This design comes from an exercise in tuning for small area, a short achievable clock period and few clock cycles on the open sky130 flow, not from production work. Only simulation tests tie the RTL to the original design; equivalence was not proved.

==> 08-20 <==
==> flow/design.v <==
`timescale 1ns/1ps
package router_pkg;
  localparam int NUM_PORTS = 5;
  localparam int NUM_VCS   = 2;
  localparam int NUM_STR   = NUM_PORTS * NUM_VCS;    
  localparam int COORD_W   = 2;
  localparam int PAYLOAD_W = 16;
  localparam int KIND_W    = 2;
  localparam int VC_W      = 1;
  localparam int COUNT_W   = 16;
  localparam int FLIT_W    = KIND_W + VC_W + 2 * COORD_W + PAYLOAD_W;
  localparam int PAYLOAD_LSB = 0;
  localparam int DY_LSB      = PAYLOAD_LSB + PAYLOAD_W;
  localparam int DX_LSB      = DY_LSB + COORD_W;
  localparam int VC_LSB      = DX_LSB + COORD_W;
  localparam int KIND_LSB    = VC_LSB + VC_W;
  typedef logic [FLIT_W-1:0]  flit_t;
  typedef logic [COORD_W-1:0] coord_t;
  typedef logic [COUNT_W-1:0] count_t;
  function automatic logic is_first(input flit_t f);
    is_first = (f[KIND_LSB +: KIND_W] == 2'd0) || (f[KIND_LSB +: KIND_W] == 2'd3);
  endfunction
  function automatic logic is_last(input flit_t f);
    is_last = f[KIND_LSB + 1];
  endfunction
endpackage
`timescale 1ns/1ps
module vc_buffer (
  input  logic              clk,
  input  logic              rst_n,
  input  logic              push,
  input  router_pkg::flit_t wr_data,
  input  logic              pop,
  output router_pkg::flit_t head,
  output logic              valid
);
  always_ff @(posedge clk or negedge rst_n) begin
    if (!rst_n) valid <= 1'b0;
    else if (push) valid <= 1'b1;
    else if (pop) valid <= 1'b0;
  end
  always_ff @(posedge clk) begin
    if (!valid) head <= wr_data;
  end
endmodule
`timescale 1ns/1ps
module rr_arbiter #(
  parameter int NUM_REQS = 10
) (
  input  logic                clk,
  input  logic                rst_n,
  input  logic [NUM_REQS-1:0] req,
  input  logic                advance,
  output logic [NUM_REQS-1:0] grant
);
  logic [NUM_REQS-1:0] mask;        
  logic [NUM_REQS-1:0] mreq;
  logic [NUM_REQS-1:0] g_hi;
  logic [NUM_REQS-1:0] g_all;
  assign mreq = req & mask;
  always_comb begin
    for (int i = 0; i < NUM_REQS; i++) begin
      g_hi[i]  = mreq[i];
      g_all[i] = req[i];
      for (int j = 0; j < i; j++) begin
        if (mreq[j]) g_hi[i]  = 1'b0;
        if (req[j])  g_all[i] = 1'b0;
      end
    end
    grant = (|mreq) ? g_hi : g_all;
  end
  always_ff @(posedge clk or negedge rst_n) begin
    if (!rst_n) begin
      mask <= '0;
    end else if (advance && (|req)) begin
      for (int i = 0; i < NUM_REQS; i++) begin
        mask[i] <= 1'b0;
        for (int j = 0; j < i; j++) if (grant[j]) mask[i] <= 1'b1;
      end
    end
  end
endmodule
`timescale 1ns/1ps
module input_unit #(
  parameter router_pkg::coord_t ROUTER_X = 1,
  parameter router_pkg::coord_t ROUTER_Y = 2
) (
  input  logic                                        clk,
  input  logic                                        rst_n,
  input  logic                                        in_valid,
  input  router_pkg::flit_t                           in_flit,
  output logic                                        in_ready,
  input  logic [router_pkg::NUM_VCS-1:0]              owning,
  input  logic [router_pkg::NUM_VCS-1:0]              pop,
  output router_pkg::flit_t [router_pkg::NUM_VCS-1:0] head,
  output logic [router_pkg::NUM_VCS-1:0]              valid,
  output logic [router_pkg::NUM_VCS-1:0]              buffered,
  output logic [router_pkg::NUM_VCS-1:0][router_pkg::NUM_PORTS-1:0] first_req
);
  logic                           vc;
  logic [router_pkg::NUM_VCS-1:0] ready;
  logic [router_pkg::NUM_VCS-1:0] defer;
  logic                           deferred;
  assign vc = in_flit[router_pkg::VC_LSB];
  assign defer[0] = owning[1] && !buffered[1] && !owning[0] && !deferred;
  assign defer[1] = owning[0] && !buffered[0] && !owning[1] && !deferred;
  for (genvar v = 0; v < router_pkg::NUM_VCS; v++) begin : g_rdy
    assign ready[v] = !buffered[v] && !defer[v];
  end
  assign in_ready = ready[vc];
  always_ff @(posedge clk or negedge rst_n) begin
    if (!rst_n) deferred <= 1'b0;
    else deferred <= in_valid && defer[vc];
  end
  for (genvar v = 0; v < router_pkg::NUM_VCS; v++) begin : g_vc
    router_pkg::coord_t dx, dy;
    router_pkg::flit_t  bhead;
    logic               offer;
    assign offer = in_valid && (vc == v[0]) && ready[v];
    vc_buffer u_buf (
      .clk     (clk),
      .rst_n   (rst_n),
      .push    (offer && !pop[v]),
      .wr_data (in_flit),
      .pop     (pop[v]),
      .head    (bhead),
      .valid   (buffered[v])
    );
    assign valid[v] = buffered[v] || offer;
    assign head[v]  = buffered[v] ? bhead : in_flit;
    assign dx = head[v][router_pkg::DX_LSB +: router_pkg::COORD_W];
    assign dy = head[v][router_pkg::DY_LSB +: router_pkg::COORD_W];
    always_comb begin
      logic go;
      go = valid[v] && router_pkg::is_first(head[v]);
      first_req[v]    = '0;
      first_req[v][2] = go && (dx > ROUTER_X);
      first_req[v][3] = go && (dx < ROUTER_X);
      first_req[v][0] = go && (dx == ROUTER_X) && (dy > ROUTER_Y);
      first_req[v][1] = go && (dx == ROUTER_X) && (dy < ROUTER_Y);
      first_req[v][4] = go && (dx == ROUTER_X) && (dy == ROUTER_Y);
    end
  end
endmodule
`timescale 1ns/1ps
module switch_allocator (
  input  logic                                                        clk,
  input  logic                                                        rst_n,
  input  logic [router_pkg::NUM_STR-1:0]                              valid,
  input  logic [router_pkg::NUM_STR-1:0]                              buffered,
  input  logic [router_pkg::NUM_STR-1:0][router_pkg::NUM_PORTS-1:0]   first_req,
  input  router_pkg::flit_t [router_pkg::NUM_STR-1:0]                 head,
  input  logic [router_pkg::NUM_PORTS-1:0]                            take,
  output logic [router_pkg::NUM_STR-1:0]                              owning,
  output logic [router_pkg::NUM_STR-1:0]                              pop,
  output logic [router_pkg::NUM_PORTS-1:0]                            load,
  output router_pkg::flit_t [router_pkg::NUM_PORTS-1:0]               load_flit
);
  localparam int NS = router_pkg::NUM_STR;
  localparam int NP = router_pkg::NUM_PORTS;
  logic [NP-1:0][NS-1:0] owner;
  logic [NP-1:0][NS-1:0] arb_req;
  logic [NP-1:0][NS-1:0] arb_gnt;
  logic [NP-1:0][NS-1:0] gnt;
  logic [NP-1:0]         locked;
  logic [NP-1:0]         load_last;
  logic [NS-1:0]         sib_free;    
  logic [NS-1:0]         sib_held;    
  always_comb begin
    owning = '0;
    for (int o = 0; o < NP; o++) owning = owning | owner[o];
    for (int s = 0; s < NS; s++) begin
      sib_free[s] = !owning[s ^ 1];
      sib_held[s] = !owning[s ^ 1] && buffered[s ^ 1];
    end
  end
  for (genvar o = 0; o < NP; o++) begin : g_out
    logic [NS-1:0] fr, t1, t2;
    assign locked[o] = |owner[o];
    for (genvar s = 0; s < NS; s++) begin : g_req
      assign fr[s] = first_req[s][o];
    end
    assign t1 = fr & sib_held;
    assign t2 = fr & sib_free;
    assign arb_req[o] = (|t1) ? t1 : (|t2) ? t2 : fr;
    rr_arbiter #(.NUM_REQS(NS)) u_arb (
      .clk     (clk),
      .rst_n   (rst_n),
      .req     (arb_req[o]),
      .advance (!locked[o] && take[o]),
      .grant   (arb_gnt[o])
    );
    assign gnt[o] = locked[o] ? (owner[o] & valid) : arb_gnt[o];
    always_comb begin
      load_flit[o] = '0;
      load_last[o] = 1'b0;
      for (int s = 0; s < NS; s++) begin
        load_flit[o] = load_flit[o] | ({router_pkg::FLIT_W{gnt[o][s]}} & head[s]);
        load_last[o] = load_last[o] | (gnt[o][s] & router_pkg::is_last(head[s]));
      end
    end
    assign load[o] = take[o] && (|gnt[o]);
    always_ff @(posedge clk or negedge rst_n) begin
      if (!rst_n) owner[o] <= '0;
      else if (load[o]) owner[o] <= load_last[o] ? '0 : gnt[o];
    end
  end
  always_comb begin
    pop = '0;
    for (int o = 0; o < NP; o++) pop = pop | (gnt[o] & {NS{take[o]}});
  end
endmodule
`timescale 1ns/1ps
module output_stage (
  input  logic                                          clk,
  input  logic                                          rst_n,
  input  logic [router_pkg::NUM_PORTS-1:0]              load,
  input  router_pkg::flit_t [router_pkg::NUM_PORTS-1:0] load_flit,
  output logic [router_pkg::NUM_PORTS-1:0]              take,
  output logic [router_pkg::NUM_PORTS-1:0]              out_valid,
  output router_pkg::flit_t [router_pkg::NUM_PORTS-1:0] out_flit,
  input  logic [router_pkg::NUM_PORTS-1:0]              out_ready,
  output router_pkg::count_t                            packets_routed
);
  logic [2:0] leaving;
  assign take = ~out_valid | out_ready;
  always_ff @(posedge clk or negedge rst_n) begin
    if (!rst_n) out_valid <= '0;
    else out_valid <= load | (out_valid & ~out_ready);
  end
  always_ff @(posedge clk) begin
    for (int p = 0; p < router_pkg::NUM_PORTS; p++)
      if (take[p]) out_flit[p] <= load_flit[p];
  end
  always_comb begin
    leaving = '0;
    for (int p = 0; p < router_pkg::NUM_PORTS; p++)
      leaving = leaving + {2'b0, out_valid[p] && out_ready[p] && router_pkg::is_last(out_flit[p])};
  end
  always_ff @(posedge clk or negedge rst_n) begin
    if (!rst_n) packets_routed <= '0;
    else packets_routed <= packets_routed + router_pkg::count_t'(leaving);
  end
endmodule
`timescale 1ns/1ps
module router_top #(
  parameter router_pkg::coord_t ROUTER_X = 1,
  parameter router_pkg::coord_t ROUTER_Y = 2
) (
  input  logic                                                    clk,
  input  logic                                                    rst_n,
  input  logic [router_pkg::NUM_PORTS-1:0]                        in_valid,
  input  router_pkg::flit_t [router_pkg::NUM_PORTS-1:0]           in_flit,
  output logic [router_pkg::NUM_PORTS-1:0]                        in_ready,
  output logic [router_pkg::NUM_PORTS-1:0]                        out_valid,
  output router_pkg::flit_t [router_pkg::NUM_PORTS-1:0]           out_flit,
  input  logic [router_pkg::NUM_PORTS-1:0]                        out_ready,
  output router_pkg::count_t                                      packets_routed
);
  localparam int NP = router_pkg::NUM_PORTS;
  localparam int NS = router_pkg::NUM_STR;
  logic [NP-1:0] take;
  logic [NP-1:0] load;
  router_pkg::flit_t [NP-1:0] load_flit;
  logic [NS-1:0]         pop;
  logic [NS-1:0]         valid;
  logic [NS-1:0]         buffered;
  logic [NS-1:0]         owning;
  router_pkg::flit_t [NS-1:0] head;
  logic [NS-1:0][NP-1:0] first_req;
  for (genvar p = 0; p < NP; p++) begin : g_port
    input_unit #(
      .ROUTER_X (ROUTER_X),
      .ROUTER_Y (ROUTER_Y)
    ) u_in (
      .clk       (clk),
      .rst_n     (rst_n),
      .in_valid  (in_valid[p]),
      .in_flit   (in_flit[p]),
      .in_ready  (in_ready[p]),
      .owning    (owning[2*p +: 2]),
      .pop       (pop[2*p +: 2]),
      .head      (head[2*p +: 2]),
      .valid     (valid[2*p +: 2]),
      .buffered  (buffered[2*p +: 2]),
      .first_req (first_req[2*p +: 2])
    );
  end
  switch_allocator u_alloc (
    .clk       (clk),
    .rst_n     (rst_n),
    .valid     (valid),
    .buffered  (buffered),
    .first_req (first_req),
    .head      (head),
    .take      (take),
    .owning    (owning),
    .pop       (pop),
    .load      (load),
    .load_flit (load_flit)
  );
  output_stage u_out (
    .clk            (clk),
    .rst_n          (rst_n),
    .load           (load),
    .load_flit      (load_flit),
    .take           (take),
    .out_valid      (out_valid),
    .out_flit       (out_flit),
    .out_ready      (out_ready),
    .packets_routed (packets_routed)
  );
endmodule
==> flow/run.sh <==
#!/bin/bash
# synth_recipe.tcl (not shown) runs the flow's synth.tcl, then flattens the netlist and writes it again
# the make line also repeats each setting of config.mk as NAME=value (left out here)
make -C /OpenROAD-flow-scripts/flow DESIGN_CONFIG=/design/flow/config.mk WORK_HOME=/design/flow/orfs CLKGATE_MAP_FILE= SYNTH_SCRIPT=/design/flow/synth_recipe.tcl finish
==> flow/config.mk <==
export PLATFORM = sky130hd
export DESIGN_NAME = router_top
export DESIGN_NICKNAME = router_top
export VERILOG_FILES = /design/flow/design.v
export SDC_FILE = /design/flow/constraint.sdc
export NUM_CORES = 4
export LEC_CHECK = 0
export CAP_MARGIN = 20
export CORE_MARGIN = 2
export CORE_UTILIZATION = 40
export SLEW_MARGIN = 20
==> flow/constraint.sdc <==
create_clock -name core_clock -period 7.5 [get_ports {clk}]
set_input_delay 1.5000 -clock core_clock [delete_from_list [all_inputs] [get_ports {clk}]]
set_output_delay 1.5000 -clock core_clock [all_outputs]
set_load 0.01 [all_outputs]
==> inputs of 08-26, as changes to 08-20 <==
--- a/flow/design.v
+++ b/flow/design.v
@@ -26,13 +26,34 @@
 endpackage
 `timescale 1ns/1ps
-module vc_buffer (
-  input  logic              clk,
-  input  logic              rst_n,
-  input  logic              push,
-  input  router_pkg::flit_t wr_data,
-  input  logic              pop,
-  output router_pkg::flit_t head,
-  output logic              valid
+module vc_buffer #(
+  parameter router_pkg::coord_t ROUTER_X = 1,
+  parameter router_pkg::coord_t ROUTER_Y = 2
+) (
+  input  logic                               clk,
+  input  logic                               rst_n,
+  input  logic                               offer,      
+  input  router_pkg::flit_t                  wr_data,
+  input  logic                               pop,
+  output router_pkg::flit_t                  head,
+  output logic [router_pkg::NUM_PORTS-1:0]   first_req,
+  output logic                               valid
 );
+  router_pkg::coord_t                dx, dy;
+  logic [router_pkg::NUM_PORTS-1:0]  route;
+  logic [router_pkg::NUM_PORTS-1:0]  req_q;
+  logic                              push;
+  assign dx = wr_data[router_pkg::DX_LSB +: router_pkg::COORD_W];
+  assign dy = wr_data[router_pkg::DY_LSB +: router_pkg::COORD_W];
+  always_comb begin
+    logic go;
+    go = router_pkg::is_first(wr_data);
+    route    = '0;
+    route[2] = go && (dx > ROUTER_X);
+    route[3] = go && (dx < ROUTER_X);
+    route[0] = go && (dx == ROUTER_X) && (dy > ROUTER_Y);
+    route[1] = go && (dx == ROUTER_X) && (dy < ROUTER_Y);
+    route[4] = go && (dx == ROUTER_X) && (dy == ROUTER_Y);
+  end
+  assign push = offer && !pop;
   always_ff @(posedge clk or negedge rst_n) begin
     if (!rst_n) valid <= 1'b0;
@@ -43,4 +64,10 @@
     if (!valid) head <= wr_data;
   end
+  always_ff @(posedge clk or negedge rst_n) begin
+    if (!rst_n) req_q <= '0;
+    else if (!valid) req_q <= offer ? route : '0;
+    else if (pop) req_q <= '0;
+  end
+  assign first_req = req_q;
 endmodule
 `timescale 1ns/1ps
@@ -52,21 +79,20 @@
   input  logic [NUM_REQS-1:0] req,
   input  logic                advance,
-  output logic [NUM_REQS-1:0] grant
+  output logic [NUM_REQS-1:0] grant,
+  output logic [NUM_REQS-1:0] last_win
 );
   logic [NUM_REQS-1:0] mask;        
-  logic [NUM_REQS-1:0] mreq;
-  logic [NUM_REQS-1:0] g_hi;
-  logic [NUM_REQS-1:0] g_all;
-  assign mreq = req & mask;
-  always_comb begin
+  function automatic logic [NUM_REQS-1:0] first_one(input logic [NUM_REQS-1:0] r);
+    logic seen;
+    seen = 1'b0;
     for (int i = 0; i < NUM_REQS; i++) begin
-      g_hi[i]  = mreq[i];
-      g_all[i] = req[i];
-      for (int j = 0; j < i; j++) begin
-        if (mreq[j]) g_hi[i]  = 1'b0;
-        if (req[j])  g_all[i] = 1'b0;
-      end
+      first_one[i] = r[i] && !seen;
+      seen = seen || r[i];
     end
-    grant = (|mreq) ? g_hi : g_all;
+  endfunction
+  assign grant = (|(req & mask)) ? first_one(req & mask) : first_one(req);
+  always_comb begin
+    for (int i = 0; i < NUM_REQS; i++)
+      last_win[i] = !mask[i] && ((i == NUM_REQS - 1) || mask[(i == NUM_REQS - 1) ? i : i + 1]);
   end
   always_ff @(posedge clk or negedge rst_n) begin
@@ -114,30 +140,24 @@
   end
   for (genvar v = 0; v < router_pkg::NUM_VCS; v++) begin : g_vc
-    router_pkg::coord_t dx, dy;
     router_pkg::flit_t  bhead;
     logic               offer;
     assign offer = in_valid && (vc == v[0]) && ready[v];
-    vc_buffer u_buf (
-      .clk     (clk),
-      .rst_n   (rst_n),
-      .push    (offer && !pop[v]),
-      .wr_data (in_flit),
-      .pop     (pop[v]),
-      .head    (bhead),
-      .valid   (buffered[v])
+    vc_buffer #(
+      .ROUTER_X (ROUTER_X),
+      .ROUTER_Y (ROUTER_Y)
+    ) u_buf (
+      .clk       (clk),
+      .rst_n     (rst_n),
+      .offer     (offer),
+      .wr_data   (in_flit),
+      .pop       (pop[v]),
+      .head      (bhead),
+      .first_req (first_req[v]),
+      .valid     (buffered[v])
     );
     assign valid[v] = buffered[v] || offer;
-    assign head[v]  = buffered[v] ? bhead : in_flit;
-    assign dx = head[v][router_pkg::DX_LSB +: router_pkg::COORD_W];
-    assign dy = head[v][router_pkg::DY_LSB +: router_pkg::COORD_W];
     always_comb begin
-      logic go;
-      go = valid[v] && router_pkg::is_first(head[v]);
-      first_req[v]    = '0;
-      first_req[v][2] = go && (dx > ROUTER_X);
-      first_req[v][3] = go && (dx < ROUTER_X);
-      first_req[v][0] = go && (dx == ROUTER_X) && (dy > ROUTER_Y);
-      first_req[v][1] = go && (dx == ROUTER_X) && (dy < ROUTER_Y);
-      first_req[v][4] = go && (dx == ROUTER_X) && (dy == ROUTER_Y);
+      head[v] = buffered[v] ? bhead : in_flit;
+      head[v][router_pkg::VC_LSB] = v[0];
     end
   end
@@ -148,5 +168,4 @@
   input  logic                                                        rst_n,
   input  logic [router_pkg::NUM_STR-1:0]                              valid,
-  input  logic [router_pkg::NUM_STR-1:0]                              buffered,
   input  logic [router_pkg::NUM_STR-1:0][router_pkg::NUM_PORTS-1:0]   first_req,
   input  router_pkg::flit_t [router_pkg::NUM_STR-1:0]                 head,
@@ -160,36 +179,29 @@
   localparam int NP = router_pkg::NUM_PORTS;
   logic [NP-1:0][NS-1:0] owner;
-  logic [NP-1:0][NS-1:0] arb_req;
+  logic [NP-1:0]         locked;
   logic [NP-1:0][NS-1:0] arb_gnt;
   logic [NP-1:0][NS-1:0] gnt;
-  logic [NP-1:0]         locked;
   logic [NP-1:0]         load_last;
-  logic [NS-1:0]         sib_free;    
-  logic [NS-1:0]         sib_held;    
+  logic [NS-1:0]         last;
   always_comb begin
-    owning = '0;
-    for (int o = 0; o < NP; o++) owning = owning | owner[o];
     for (int s = 0; s < NS; s++) begin
-      sib_free[s] = !owning[s ^ 1];
-      sib_held[s] = !owning[s ^ 1] && buffered[s ^ 1];
+      last[s]     = router_pkg::is_last(head[s]);
     end
   end
   for (genvar o = 0; o < NP; o++) begin : g_out
-    logic [NS-1:0] fr, t1, t2;
-    assign locked[o] = |owner[o];
+    logic [NS-1:0] fr;
     for (genvar s = 0; s < NS; s++) begin : g_req
       assign fr[s] = first_req[s][o];
     end
-    assign t1 = fr & sib_held;
-    assign t2 = fr & sib_free;
-    assign arb_req[o] = (|t1) ? t1 : (|t2) ? t2 : fr;
     rr_arbiter #(.NUM_REQS(NS)) u_arb (
-      .clk     (clk),
-      .rst_n   (rst_n),
-      .req     (arb_req[o]),
-      .advance (!locked[o] && take[o]),
-      .grant   (arb_gnt[o])
+      .clk      (clk),
+      .rst_n    (rst_n),
+      .req      (fr),
+      .advance  (!locked[o] && take[o]),
+      .grant    (arb_gnt[o]),
+      .last_win (owner[o])
     );
-    assign gnt[o] = locked[o] ? (owner[o] & valid) : arb_gnt[o];
+    assign gnt[o]  = locked[o] ? (owner[o] & valid) : arb_gnt[o];
+    assign load[o] = take[o] && (locked[o] ? (|(owner[o] & valid)) : (|fr));
     always_comb begin
       load_flit[o] = '0;
@@ -197,11 +209,10 @@
       for (int s = 0; s < NS; s++) begin
         load_flit[o] = load_flit[o] | ({router_pkg::FLIT_W{gnt[o][s]}} & head[s]);
-        load_last[o] = load_last[o] | (gnt[o][s] & router_pkg::is_last(head[s]));
+        load_last[o] = load_last[o] | (gnt[o][s] & last[s]);
       end
     end
-    assign load[o] = take[o] && (|gnt[o]);
     always_ff @(posedge clk or negedge rst_n) begin
-      if (!rst_n) owner[o] <= '0;
-      else if (load[o]) owner[o] <= load_last[o] ? '0 : gnt[o];
+      if (!rst_n) locked[o] <= 1'b0;
+      else if (load[o]) locked[o] <= !load_last[o];
     end
   end
@@ -210,4 +221,11 @@
     for (int o = 0; o < NP; o++) pop = pop | (gnt[o] & {NS{take[o]}});
   end
+  always_ff @(posedge clk or negedge rst_n) begin
+    if (!rst_n) owning <= '0;
+    else begin
+      for (int s = 0; s < NS; s++)
+        if (pop[s]) owning[s] <= !last[s];
+    end
+  end
 endmodule
 `timescale 1ns/1ps
@@ -233,12 +251,22 @@
       if (take[p]) out_flit[p] <= load_flit[p];
   end
+  logic [router_pkg::NUM_PORTS-1:0] closing;
+  logic [3:0]                       low_sum;
+  logic [router_pkg::COUNT_W-4:0]   high, high_carry;
   always_comb begin
+    for (int p = 0; p < router_pkg::NUM_PORTS; p++)
+      closing[p] = out_valid[p] && router_pkg::is_last(out_flit[p]);
     leaving = '0;
     for (int p = 0; p < router_pkg::NUM_PORTS; p++)
-      leaving = leaving + {2'b0, out_valid[p] && out_ready[p] && router_pkg::is_last(out_flit[p])};
+      leaving = leaving + {2'b0, closing[p] && out_ready[p]};
+    low_sum  = {1'b0, packets_routed[2:0]} + {1'b0, leaving};
+    high     = packets_routed[router_pkg::COUNT_W-1:3];
+    high_carry[0] = 1'b1;
+    for (int i = 1; i <= router_pkg::COUNT_W - 4; i++)
+      high_carry[i] = high_carry[i-1] && high[i-1];
   end
   always_ff @(posedge clk or negedge rst_n) begin
     if (!rst_n) packets_routed <= '0;
-    else packets_routed <= packets_routed + router_pkg::count_t'(leaving);
+    else packets_routed <= {high ^ (high_carry & {(router_pkg::COUNT_W-3){low_sum[3]}}), low_sum[2:0]};
   end
 endmodule
@@ -291,5 +319,4 @@
     .rst_n     (rst_n),
     .valid     (valid),
-    .buffered  (buffered),
     .first_req (first_req),
     .head      (head),
- CORE_UTILIZATION: 40 -> 35
- SETUP_SLACK_MARGIN: not set -> 4.0
==> qor summary <==
item	08-20	08-26
GR Util met2	65.1%	50.0%
Critical path buffer and inverter count	2	3
Worst R2R End	u_alloc.owner[49]$_DFFE_PN0P_	u_out.packets_routed[14]$_DFF_PN0_
Synthesized Nets	3,515	3,160
Sequential cell area share	29.6%	33.2%
Worst clock skew on the final layout	0.0672 ns	0.0533 ns
Status	finished clean	finished clean
Area of the mapped netlist	30,000 um^2	27,100 um^2
Rows	100	102
Grt met3 use	16.6%	14.0%
Signal inverters	227	250
Cts repair resizes	0	174
Met3 Wirelength	27.0 mm	23.9 mm
Via count of the first global-routing pass	32,800	27,200
Testbench counts of 08-20, summed over its fixed seeds: cycles 3,111.
Testbench counts of 08-26, summed over its fixed seeds: cycles 3,423.

re-timing with driven ports:
Ports are ideal in the flow. The routed layouts listed here were re-timed in OpenROAD. Step 1, drivers: a clkbuf_16 drives clk and a buf_2 each remaining input, both assumed. Step 2 adds t to the input delays and takes it off the output delays; t is the mean of the earliest and latest rising clock arrival at the registers after step 1. Input paths then give back, and output paths get back, about the clock's delay inside the block. Three values: ideal, step 1, step 2; two values: the first two.
run	t, ns	setup slack, ns	worst setup path at the end	latest minus earliest clock arrival (ns)	worst slew at a driven data input, ns
08-20	0.721	0.618 / 0.658 / -0.063	input to register	0.067 / 0.067	0.07
08-26	0.714	3.508 / 3.522 / 2.808	input to register	0.053 / 0.054	0.14
With both steps, setup timing fails in 08-20, where it was met with ideal ports. For 08-26, which loses most, drivers alone change the setup slack by +0.014 ns; drivers and shift together by -0.700 ns.
